Background: an optimization exercise with open tools, aiming at small area, a short achievable clock period and few clock cycles. Do not read the settings as production practice. Only simulation tests tie the RTL to the original design; equivalence was not proved. Power is estimated from default activity; no workload was simulated.

==> flow/design.v (excerpt) <==
module multicycle_cpu #(
  parameter int              XLEN     = cpu_pkg::XLEN_DEFAULT,
  parameter int              NREG     = 32,
  parameter logic [XLEN-1:0] RESET_PC = '0
) (
  input  logic              Clock,
  input  logic              Reset,
  output logic              imem_req,
  output logic [XLEN-1:0]   imem_addr,
  input  logic              imem_ready,
  input  logic [31:0]       imem_rdata,
  output logic              dmem_req,
  output logic              dmem_we,
  output logic [XLEN-1:0]   dmem_addr,
  output logic [XLEN-1:0]   dmem_wdata,
  input  logic              dmem_ready,
  input  logic [XLEN-1:0]   dmem_rdata,
  output logic [XLEN-1:0]   Result,
  output logic [XLEN-1:0]   Addr,
  output logic              retire,
  output logic              halted
);
Size: about 6,600 cells after synthesis, roughly 1,300 flip-flops, about 230 I/O pins.
Settings: LEC_CHECK=0, ABC_AREA=1, CAP_MARGIN=20, CORE_MARGIN=2, CORE_UTILIZATION=55, CTS_CLUSTER_DIAMETER=70, CTS_CLUSTER_SIZE=30, PLACE_DENSITY=0.65, SETUP_SLACK_MARGIN=2.8, SLEW_MARGIN=20; clock period 6.0 ns.
run.sh (not shown) runs the stock make flow with config.mk's settings and CLKGATE_MAP_FILE= SYNTH_SCRIPT=/design/flow/synth_recipe.tcl, a recipe that flattens the netlist after the stock synthesis.
Testbench counts at the start, summed over its fixed seeds: cycles 16,535.
Then changed:
--- a/flow/design.v
+++ b/flow/design.v
@@ -150,25 +150,25 @@
   assign xsd = x_fs ? dmem_rdata : x_sd;
   assign bx  = x_sub ? ~xb : xb;
   assign sum = {xa, 1'b1} + {bx, x_sub};
   assign slt = (xa[XLEN-1] ^ xb[XLEN-1]) ? xa[XLEN-1] : sum[XLEN];
   always_comb begin
     if (x_and)      alu_res = xa & xb;
     else if (x_or)  alu_res = xa | xb;
     else if (x_slt) alu_res = {{(XLEN-1){1'b0}}, slt};
     else            alu_res = sum[XLEN:1];
   end
   assign br_sum    = {x_pc[XLEN-1:2], 1'b1} + {{(XLEN-17){x_sd[15]}}, x_sd[15:0], 1'b1};
   assign br_target = {br_sum[XLEN-2:1], 2'b00};
-  assign br_taken  = x_beq && (x_a == x_b);
+  assign br_taken  = x_beq && (xa == xb);
   logic            ia_rf, ia_ld, ia_ma, ia_alu;
   logic            ib_rf, ib_ld, ib_ma, ib_alu, ib_imm, is_rf, is_ld, is_ma, is_alu, is_imm;
   logic            byp1, byp2, f_itype;
   logic [XLEN-1:0] f_sext, xa_next, xb_next, xsd_next;
   assign byp1    = m_valid && m_we && m_wa == f_rs;
   assign byp2    = m_valid && m_we && m_wa == f_rt;
   assign f_itype = f_addi || f_lw || f_sw;
   assign f_sext  = {{(XLEN-16){f_imm[15]}}, f_imm};
   assign ia_alu = fx_rs;
   assign ia_ld  = !fx_rs && byp1 && m_lw;
   assign ia_ma  = !fx_rs && byp1 && !m_lw;
   assign ia_rf  = !fx_rs && !byp1;
@@ -184,27 +184,25 @@
   assign is_rf  = !f_beq && !fx_rt && !byp2;
   assign xa_next  = ({XLEN{ia_rf}}  & rf_rd1) | ({XLEN{ia_alu}} & alu_res) |
                     ({XLEN{ia_ld}}  & dmem_rdata) | ({XLEN{ia_ma}} & m_alu);
   assign xb_next  = ({XLEN{ib_rf}}  & rf_rd2) | ({XLEN{ib_alu}} & alu_res) |
                     ({XLEN{ib_ld}}  & dmem_rdata) | ({XLEN{ib_ma}} & m_alu) |
                     ({XLEN{ib_imm}} & f_sext);
   assign xsd_next = ({XLEN{is_rf}}  & rf_rd2) | ({XLEN{is_alu}} & alu_res) |
                     ({XLEN{is_ld}}  & dmem_rdata) | ({XLEN{is_ma}} & m_alu) |
                     ({XLEN{is_imm}} & {{(XLEN-16){1'b0}}, f_imm});
   logic            f_acc;
   logic [XLEN-1:0] pc4, next_pc;
   assign pc4   = pc_f + XLEN'(4);
-  logic beq_ld;
-  assign beq_ld = f_beq && x_lw && (hx_rs || hx_rt);
-  assign f_acc = imem_ready && !m_stall && !br_taken && !beq_ld && !x_halt && !halted_reg;
+  assign f_acc = imem_ready && !m_stall && !br_taken && !x_halt && !halted_reg;
   logic [XLEN-1:0] seq_pc;
   always_comb begin
     if (m_stall)
       seq_pc = x_valid || x_halt ? x_pc : pc_f;
     else if (f_acc)
       seq_pc = f_j ? {pc4[XLEN-1:28], imem_rdata[25:0], 2'b00} : pc4;
     else
       seq_pc = pc_f;
     next_pc = (br_taken && !m_stall) ? br_target : seq_pc;
   end
   always_ff @(posedge Clock) begin
     if (!Reset) begin
@@ -224,26 +222,26 @@
         halted_reg <= 1'b1;
       if (!m_stall)
         m_valid <= x_valid;
       if (m_done && m_res)
         result_reg <= m_wdata;
     end
   end
   always_ff @(posedge Clock) begin
     x_pc  <= pc_f;
     x_a   <= xa_next;
     x_b   <= xb_next;
     x_sd  <= xsd_next;
-    x_la  <= hx_rs && x_lw && !f_beq;
-    x_lb  <= hx_rt && f_alu_r && x_lw;
+    x_la  <= hx_rs && x_lw;
+    x_lb  <= hx_rt && f_use_rt && x_lw;
     x_fs  <= hx_rt && f_sw && x_lw;
     x_we  <= (f_alu_r || f_addi || f_lw) && (f_wa != 5'd0);
     x_wa  <= f_wa;
     x_res <= f_alu_r || f_addi || f_lw;
     x_lw  <= f_lw;
     x_sw  <= f_sw;
     x_sub <= f_rtype && (f_fn == cpu_pkg::FN_SUB || f_fn == cpu_pkg::FN_SLT);
     x_and <= f_rtype && (f_fn == cpu_pkg::FN_AND);
     x_or  <= f_rtype && (f_fn == cpu_pkg::FN_OR);
     x_slt <= f_rtype && (f_fn == cpu_pkg::FN_SLT);
     if (!m_stall) begin
       m_pc  <= x_pc;
- wire length falls slightly
- hold slack improves by 0.0092 ns
- design area rises slightly
- non-clock buffer count rises by 11
- setup slack degrades by 0.10 ns
- power hardly moves
- via count rises slightly
- clock power is about the same
- count of clock-buffer cells in the layout falls by 3
Testbench counts after the change, summed over its fixed seeds: cycles 16,535.


multicycle_cpu, a different RTL version from the one above (not shown whole).
Size in the first run: roughly 230 I/O pins, about 63,000 µm² of cells after synthesis.
==> module regfile, before the edit <==
module regfile #(
  parameter int XLEN = 32,
  parameter int NREG = 32
) (
  input  logic            clk,
  input  logic            rst_n,
  input  logic [4:0]      raddr1,
  input  logic [4:0]      raddr2,
  output logic [XLEN-1:0] rdata1,
  output logic [XLEN-1:0] rdata2,
  input  logic            we,
  input  logic [4:0]      waddr,
  input  logic [XLEN-1:0] wdata
);
  logic [XLEN-1:0] regs [32];
  logic [XLEN-1:0] wdata_r;
  assign wdata_r = rst_n ? wdata : '0;
  genvar gi;
  generate
    for (gi = 0; gi < 32; gi++) begin : g_reg
      if (gi > 0 && gi < NREG) begin : g_impl
        logic [XLEN-1:0] q_reg;
        always_ff @(posedge clk) begin
          if (!rst_n || (we && waddr == 5'(gi)))
            q_reg <= wdata_r;
        end
        assign regs[gi] = q_reg;
      end else begin : g_zero
        assign regs[gi] = '0;
      end
    end
  endgenerate
  assign rdata1 = regs[raddr1];
  assign rdata2 = regs[raddr2];
endmodule
clock: 6.0 ns
lec_check: 0
abc_area: 1
cap_margin: 20
core_margin: 2
core_utilization: 55
cts_cluster_diameter: 70
cts_cluster_size: 30
place_density: 0.65
setup_slack_margin: 2.8
slew_margin: 20
The baseline went through all stages and came out clean.
Testbench counts at the start, summed over its fixed seeds: cycles 16,535.
==> next run, changes <==
--- a/flow/design.v
+++ b/flow/design.v
@@ -35,20 +35,20 @@
   input  logic            we,
   input  logic [4:0]      waddr,
   input  logic [XLEN-1:0] wdata
 );
   logic [XLEN-1:0] regs [32];
-  logic [XLEN-1:0] wdata_r;
-  assign wdata_r = rst_n ? wdata : '0;
   genvar gi;
   generate
     for (gi = 0; gi < 32; gi++) begin : g_reg
       if (gi > 0 && gi < NREG) begin : g_impl
         logic [XLEN-1:0] q_reg;
         always_ff @(posedge clk) begin
-          if (!rst_n || (we && waddr == 5'(gi)))
-            q_reg <= wdata_r;
+          if (!rst_n)
+            q_reg <= '0;
+          else if (we && waddr == 5'(gi))
+            q_reg <= wdata;
         end
         assign regs[gi] = q_reg;
       end else begin : g_zero
         assign regs[gi] = '0;
       end
Non-clock buffer count is higher by 23.
First-iteration DRC count is higher by 29%.
Worst hold slack improves by 0.0060 ns.
Clock skew is higher by 0.013 ns.
Core utilization is lower by 0.17 points.
Combinational power is lower by 84%.
Design area is higher by 3.3%.
Total power is lower by 36%.
Wire length is higher by 14%.
Synthesized area is higher by 3.8%.
Global-route usage is higher by 3.2 points.
Clock power is higher by 13%.
Via count is higher by 27%.
Testbench counts after the change, summed over its fixed seeds: cycles 16,535.

[separate check: timing with driven ports]
In the flow no input, the clock included, has a driving cell. The finished layouts below were timed again as built, in two steps.
Step 1: set_driving_cell puts a clkbuf_16 on Clock and a buf_2 on each other input, an assumption about the parent block.
Step 2 moves the port delays by t, midway between the first and last clock arrival at a register: inputs arrive t later, outputs are due t later. That takes back most of the time a late clock gives input paths.
a / b / c = ideal / step 1 / step 2; a / b = the first two.
run	t, ns	setup WS [ns]	clock arrival spread, ns
the first run of note 1	0.779	2.651 / 2.683 / 1.904	0.062 / 0.062
the second run of note 1	0.793	2.550 / 2.360 / 1.567	0.068 / 0.069
the first run of note 2	0.810	2.676 / 2.660 / 1.849	0.045 / 0.045
the second run of note 2	0.820	2.605 / 2.596 / 1.776	0.057 / 0.056
After both steps setup and hold are still met in every run listed. The setup slack of the second run of note 1, which loses most, moves by -0.190 ns with the drivers and by -0.983 ns with both steps.
